Context: an optimization exercise on an open-source flow, tuned for small area. The choices shown serve that exercise and are no tape-out recipe. In this exercise RTL edits were held to simulation tests only and were not proved equivalent to the original. No activity file was given, so power comes from the tool's default toggle rates.

==> design.v <==
module rv_multicycle_core #(
  parameter logic [31:0] RESET_PC = 32'h0000_0000,
  parameter int unsigned ADDR_W   = 32
) (
  input  logic              clk,
  input  logic              rst,
  input  logic              run,
  input  logic              step,
  output logic [ADDR_W-1:0] mem_addr,
  output logic              mem_re,
  output logic              mem_we,
  output logic [31:0]       mem_wdata,
  input  logic [31:0]       mem_rdata,
  input  logic              mem_ready,
  input  logic [4:0]        dbg_sel,
  output logic [31:0]       dbg_data,
  output logic [31:0]       pc_dbg,
  output logic [31:0]       instr_dbg,
  output logic [2:0]        state_dbg,
  output logic              retire,
  output logic              halted
);
  typedef enum logic [2:0] {
    StFetch  = 3'd0,
    StDecode = 3'd1,
    StExec   = 3'd2,
    StMem    = 3'd3,
    StWb     = 3'd4,
    StHalt   = 3'd5
  } state_e;
  localparam logic [6:0] OpR    = 7'b0110011;
  localparam logic [6:0] OpI    = 7'b0010011;
  localparam logic [6:0] OpLoad = 7'b0000011;
  localparam logic [6:0] OpStore = 7'b0100011;
  localparam logic [6:0] OpBr   = 7'b1100011;
  localparam logic [2:0] AluAdd = 3'b000;
  localparam logic [2:0] AluSub = 3'b001;
  localparam logic [2:0] AluAnd = 3'b010;
  localparam logic [2:0] AluOr  = 3'b011;
  localparam logic [2:0] AluSlt = 3'b101;
  state_e      state_q, state_d;
  logic [31:0] pc_q, old_pc_q, ir_q, a_q, b_q, imm_q, alu_out_q, mdr_q;
  logic        step_pending_q;
  logic [31:0] regs_q [32];
  logic [6:0] opcode, funct7;
  logic [2:0] funct3;
  logic [4:0] rs1, rs2, rd;
  assign opcode = ir_q[6:0];
  assign rd     = ir_q[11:7];
  assign funct3 = ir_q[14:12];
  assign rs1    = ir_q[19:15];
  assign rs2    = ir_q[24:20];
  assign funct7 = ir_q[31:25];
  logic is_r, is_i, is_lw, is_sw, is_beq, legal;
  logic [2:0]  alu_op;
  logic [31:0] imm_d;
  always_comb begin
    is_r   = 1'b0;
    is_i   = 1'b0;
    is_lw  = 1'b0;
    is_sw  = 1'b0;
    is_beq = 1'b0;
    legal  = 1'b0;
    alu_op = AluAdd;
    imm_d  = {{20{ir_q[31]}}, ir_q[31:20]};
    unique case (opcode)
      OpR: begin
        is_r = 1'b1;
        if (funct7 == 7'b0000000) begin
          legal = 1'b1;
          case (funct3)
            3'b000:  alu_op = AluAdd;
            3'b111:  alu_op = AluAnd;
            3'b110:  alu_op = AluOr;
            3'b010:  alu_op = AluSlt;
            default: legal = 1'b0;
          endcase
        end else if (funct7 == 7'b0100000 && funct3 == 3'b000) begin
          legal  = 1'b1;
          alu_op = AluSub;
        end
      end
      OpI: begin
        is_i  = 1'b1;
        legal = 1'b1;
        case (funct3)
          3'b000:  alu_op = AluAdd;
          3'b111:  alu_op = AluAnd;
          3'b110:  alu_op = AluOr;
          3'b010:  alu_op = AluSlt;
          default: legal = 1'b0;
        endcase
      end
      OpLoad: begin
        is_lw = 1'b1;
        legal = (funct3 == 3'b010);
      end
      OpStore: begin
        is_sw = 1'b1;
        legal = (funct3 == 3'b010);
        imm_d = {{20{ir_q[31]}}, ir_q[31:25], ir_q[11:7]};
      end
      OpBr: begin
        is_beq = 1'b1;
        legal  = (funct3 == 3'b000);
        alu_op = AluSub;
        imm_d  = {{19{ir_q[31]}}, ir_q[31], ir_q[7], ir_q[30:25], ir_q[11:8], 1'b0};
      end
      default: legal = 1'b0;
    endcase
  end
  logic [31:0] src_b, alu_res;
  always_comb begin
    src_b = (is_i || is_lw || is_sw) ? imm_q : b_q;
    case (alu_op)
      AluAdd:  alu_res = a_q + src_b;
      AluSub:  alu_res = a_q - src_b;
      AluAnd:  alu_res = a_q & src_b;
      AluOr:   alu_res = a_q | src_b;
      AluSlt:  alu_res = {31'b0, $signed(a_q) < $signed(src_b)};
      default: alu_res = 32'b0;
    endcase
  end
  logic go;
  assign go = run | step_pending_q;
  logic [31:0] addr_full;
  always_comb begin
    state_d   = state_q;
    mem_re    = 1'b0;
    mem_we    = 1'b0;
    addr_full = pc_q;
    retire    = 1'b0;
    case (state_q)
      StFetch: begin
        if (go) begin
          mem_re = 1'b1;
          if (mem_ready) state_d = StDecode;
        end
      end
      StDecode: state_d = legal ? StExec : StHalt;
      StExec: begin
        if (is_beq) begin
          retire  = 1'b1;
          state_d = StFetch;
        end else if (is_lw || is_sw) begin
          state_d = StMem;
        end else begin
          state_d = StWb;
        end
      end
      StMem: begin
        addr_full = alu_out_q;
        mem_re    = is_lw;
        mem_we    = ~is_lw;
        if (mem_ready) begin
          retire  = ~is_lw;
          state_d = is_lw ? StWb : StFetch;
        end
      end
      StWb: begin
        retire  = 1'b1;
        state_d = StFetch;
      end
      StHalt:  state_d = StHalt;
      default: state_d = StFetch;
    endcase
  end
  always_ff @(posedge clk) begin
    if (rst) begin
      state_q        <= StFetch;
      pc_q           <= RESET_PC;
      old_pc_q       <= '0;
      ir_q           <= '0;
      a_q            <= '0;
      b_q            <= '0;
      imm_q          <= '0;
      alu_out_q      <= '0;
      mdr_q          <= '0;
      step_pending_q <= 1'b0;
      for (int i = 0; i < 32; i++) regs_q[i] <= '0;
    end else begin
      state_q <= state_d;
      if (state_q == StFetch && state_d != StFetch) step_pending_q <= 1'b0;
      else if (step) step_pending_q <= 1'b1;
      case (state_q)
        StFetch: begin
          if (go && mem_ready) begin
            ir_q     <= mem_rdata;
            old_pc_q <= pc_q;
            pc_q     <= pc_q + 32'd4;
          end
        end
        StDecode: begin
          a_q   <= (rs1 == 5'd0) ? 32'b0 : regs_q[rs1];
          b_q   <= (rs2 == 5'd0) ? 32'b0 : regs_q[rs2];
          imm_q <= imm_d;
        end
        StExec: begin
          alu_out_q <= alu_res;
          if (is_beq && alu_res == 32'b0) pc_q <= old_pc_q + imm_q;
        end
        StMem: begin
          if (is_lw && mem_ready) mdr_q <= mem_rdata;
        end
        StWb: begin
          if (rd != 5'd0) regs_q[rd] <= is_lw ? mdr_q : alu_out_q;
        end
        default: ;
      endcase
    end
  end
  assign mem_addr  = addr_full[ADDR_W-1:0];
  assign mem_wdata = b_q;
  assign dbg_data  = (dbg_sel == 5'd0) ? 32'b0 : regs_q[dbg_sel];
  assign pc_dbg    = pc_q;
  assign instr_dbg = ir_q;
  assign state_dbg = state_q;
  assign halted    = (state_q == StHalt);
endmodule
==> run.sh <==
#!/bin/bash
# synth_recipe.tcl (not shown) runs the flow's synth.tcl, then flattens the netlist and writes it again
# the make line also repeats each setting of config.mk as NAME=value (left out here)
make -C /OpenROAD-flow-scripts/flow DESIGN_CONFIG=/design/flow/config.mk WORK_HOME=/design/flow/orfs CLKGATE_MAP_FILE= SYNTH_SCRIPT=/design/flow/synth_recipe.tcl finish
==> config.mk <==
export PLATFORM = sky130hd
export DESIGN_NAME = rv_multicycle_core
export DESIGN_NICKNAME = rv_multicycle_core
export VERILOG_FILES = /design/flow/design.v
export SDC_FILE = /design/flow/constraint.sdc
export NUM_CORES = 4
export LEC_CHECK = 0
export CAP_MARGIN = 20
export CORE_MARGIN = 2
export CORE_UTILIZATION = 40
export SLEW_MARGIN = 20
==> constraint.sdc <==
create_clock -name core_clock -period 10.0 [get_ports {clk}]
set_input_delay 2.0000 -clock core_clock [delete_from_list [all_inputs] [get_ports {clk}]]
set_output_delay 2.0000 -clock core_clock [all_outputs]
set_load 0.01 [all_outputs]
==> run summary <==
status=complete, no violations; Post-DP Area=81700 µm²; Rel. slew slack=16.5%; TritonRoute pass-1 iters=6; number of library cell types mapped by synthesis=85; Async S/R FF share, synth=0%; fillers=16800; smallest hold slack=461 ps; Worst-path clk slew=60 ps; fin util=45.4%; GP Congestion=0.947; sequential share of power=45.4%; # Post-CTS Setup Buffers=0; Sw Ratio=26.6%; # clock sinks=1275; core area=190000 µm²; Hold Crit Class=register to register; later-pin clock latency in the skew report=820 ps; PortBufs=208; CP cell instances=buf_8, buf_12, mux4_2, mux4_2, mux2i_1, nor2_1, clkdlybuf4s50_1; Vias=57700; Setup violations, final=0; Data required, critical path=8000 ps; final period utilization=76.4%; Mapped Area=76700 µm²; sequential area share after synthesis=46.7%; crit path time final=7640 ps; grt total ovfl=0; Post-route DRC=0; P_int=9.87 mW; top-area cell type share of the netlist area=40.1%; total wire length=307 mm; total power=13.5 mW; max_cap viols=0; CP peak stage delay=650 ps; unrepaired setup endpoints after global routing=no; IO Count=209; Synth Flop Type=edfxtp_1; Total GRT Usage=31.0%; Net Switching=3.58 mW; CTS Buffer Depth=3; Critical Path End Type=output pin; Clock Root Buffer=clkbuf_16; Comb pwr share=14.7%; TritonCTS clock tree=built; fmax=131 MHz; worst-path maximum fanout=72; CP Class=input pin to output pin; Ys Warns=1; clk_skew=36.1 ps; DP HPWL=185 mm; post-DR wirelength/cell=35.7 µm; final worst setup slack=2360 ps; initial core utilization=40.3%; CP max stage cell=mux2i_1; Vias/cell=6.70; EDFF count, synth=1024; Crit path arrival time=5640 ps; DR iter-0 viols=9324; Core Rows=160; PostCTS Resize Cnt=0; Synth area leaders=edfxtp_1 40%, mux4_2 28%, dfxtp_1 6.6%, nor2_1 6.4%, ha_1 2.2%; quantity of hold-fixing buffers added after cts=0; clock share of power=39.9%; leak pwr=27.7 nW; Final Max Tran Viols=0; Setup TNS Final=0 ps; syn avg cell area=12.7 µm²; Chip Height=442 µm; element type at the critical path start=input pin; pin count of the biggest net entering global routing=161; layout cell share with drive strength beyond 1=24.8%; CTS Buf Count=142; first-pass GRT wire length=429 mm; number of synthesized register bits=1275; post-route insts no fill=8603; H-Tree Depth=4; Setup WS pre-CTS=2340 ps; vias in the first global route=55900; Final nets=6159; maximum vdd drop=0.173 mV; most used cell, CP=mux4_2; Area Overhead vs Synth=12.7%; Routed Antenna Nets=0; die width=442 µm; Pwr Density=156 nW/µm²; dominant cell type by area after synthesis=edfxtp_1; placed insts=8342; Worst-Margin Slew=1250 ps; Fin. Hold Viols=0; die area=195000 µm²; initial antenna violation count=9; Mapped Cells=6016; Final Instance Area=86400 µm²
-- cells in the mapped netlist (27+ instances only) --
library cell and count:
a21oi_1 302, mux2i_1 152, o21ai_0 70, xnor2_1 27, ha_1 137, nor3_1 54
nor2_1 1316, inv_1 100, clkbuf_1 456, edfxtp_1 1024, nand2_1 454, nand3_1 43
dfxtp_1 251, buf_1 103, a211oi_1 63, a21o_1 50, mux4_2 960, nand2b_1 45
-- flip-flops by register name (all words and copies together) (netlist names), named ones only --
name / count
pc_q: 32
imm_q: 13
alu_out_q: 32
a_q: 32
state_q: 3
b_q: 32
mdr_q: 32
ir_q: 32
regs_q: 1024
old_pc_q: 32
step_pending_q: 1
-- kinds of logic (layout without fill, tap and decap cells) --
kind of cell	Yosys count	count (layout)	synth area share [%]
AND/OR/NAND/NOR	2052	2052	10.9
flip-flops	1275	1275	46.7
multiplexers	1125	1125	30.4
AO/OA/AOI/OAI	692	692	5.77
buffers and inverters	688	730	3.49
adder cells (fa/ha/maj)	140	140	2.31
XOR/XNOR	43	43	0.491
other	1	35	0.00489
-- area by class of cell --
class | instances | area [µm²] | share of cell area [%]
diodes | 3 | 7.51 | 0.00869
repair buffers | 372 | 3510 | 4.06
clock inverters | 72 | 746 | 0.863
clock buffers | 184 | 3900 | 4.51
flip-flops and latches | 1275 | 35800 | 41.4
well taps | 2511 | 3140 | 3.64
inverters | 102 | 383 | 0.443
multi-input cells | 4084 | 38900 | 45.0
-- final timing paths --
check	startpoint	endpoint	slack, ps	depth (start not counted)
setup / recovery	dbg_sel[0]	dbg_data[3]	2360	7
hold / removal	old_pc_q[14]$_SDFFE_PP0P_	old_pc_q[14]$_SDFFE_PP0P_	460	2
setup reg to reg	ir_q[0]$_SDFFE_PP0P_	pc_q[9]$_SDFFE_PP0P_	2480	21
hold reg to reg	old_pc_q[14]$_SDFFE_PP0P_	old_pc_q[14]$_SDFFE_PP0P_	460	2
-- worst max-delay path, delay by kind of cell --
| kind | cells | cell delay (ps) |
|---|---|---|
| buffers and inverters | 3 | 1640 |
| multiplexers | 3 | 1720 |
| AND/OR/NAND/NOR | 1 | 90 |
-- power groups by stage --
stage / Sequential [mW] / Clock, mW / Combinational [mW]
4_1_cts: 6.10 / 5.40 / 1.94
2_1_floorplan: 6.10 / 0 / 1.28
3_5_place_dp: 6.21 / 0 / 1.93
5_1_grt: 6.12 / 5.58 / 2.04
6_report: 6.11 / 5.38 / 1.98
3_3_place_gp: 6.20 / 0 / 1.93
-- cells in the final DEF (no fill, tap or decap), types with 22 or more instances in the layout --
| cell type | instances |
|---|---|
| nor3_1 | 54 |
| buf_4 | 152 |
| clkbuf_16 | 149 |
| dfxtp_1 | 241 |
| clkbuf_1 | 29 |
| a21oi_1 | 302 |
| mux2i_4 | 24 |
| inv_1 | 100 |
| o21ai_0 | 70 |
| mux2i_1 | 120 |
| clkinv_1 | 22 |
| a21o_1 | 50 |
| conb_1 | 32 |
| a211oi_1 | 63 |
| nand3_1 | 43 |
| nand2_1 | 422 |
| clkdlybuf4s50_1 | 202 |
| nor2_1 | 1313 |
| xnor2_1 | 27 |
| ha_1 | 137 |
| nand2_2 | 31 |
| mux4_2 | 960 |
| edfxtp_1 | 1024 |
| nand2b_2 | 31 |
| clkinv_2 | 24 |
-- metal layers --
| layer | up-vias | wire length, µm | GRT usage [%] |
|---|---|---|---|
| met1 | 29400 | 106000 | 38.7 |
| met5 | - | 193 | 0.586 |
| met2 | 4447 | 141000 | 48.5 |
| met3 | 970 | 38200 | 8.52 |
| li1 | 22900 | - | - |
| met4 | 10 | 21300 | 17.9 |

-- static timing again, ports no longer ideal --
The results above use ideal ports. As a check the final layout listed here was re-extracted and re-timed, cells and wires unchanged.
Step 1 (the two cells are an assumption about what drives the block):
set clk [get_ports {clk}]
set_driving_cell -lib_cell sky130_fd_sc_hd__clkbuf_16 $clk
set_driving_cell -lib_cell sky130_fd_sc_hd__buf_2 [delete_from_list [all_inputs] $clk]
Step 2 adds t to the input delays and takes it off the output delays; t is the mean of the earliest and latest rising clock arrival at the registers after step 1. Input paths then give back, and output paths get back, about the clock's delay inside the block.
a / b / c = ideal / step 1 / step 2; a / b = the first two.
shift t [ns]: 0.885
setup WS [ns]: 2.361 / 2.314 / 2.314
hold WS [ns]: 0.461 / 0.461 / 0.461
worst setup path at the end: input to output
latest minus earliest clock arrival (ns): 0.038 / 0.038
After both steps this run still meets setup and hold. For this run, drivers alone change the setup slack by -0.047 ns; drivers and shift together by -0.047 ns.
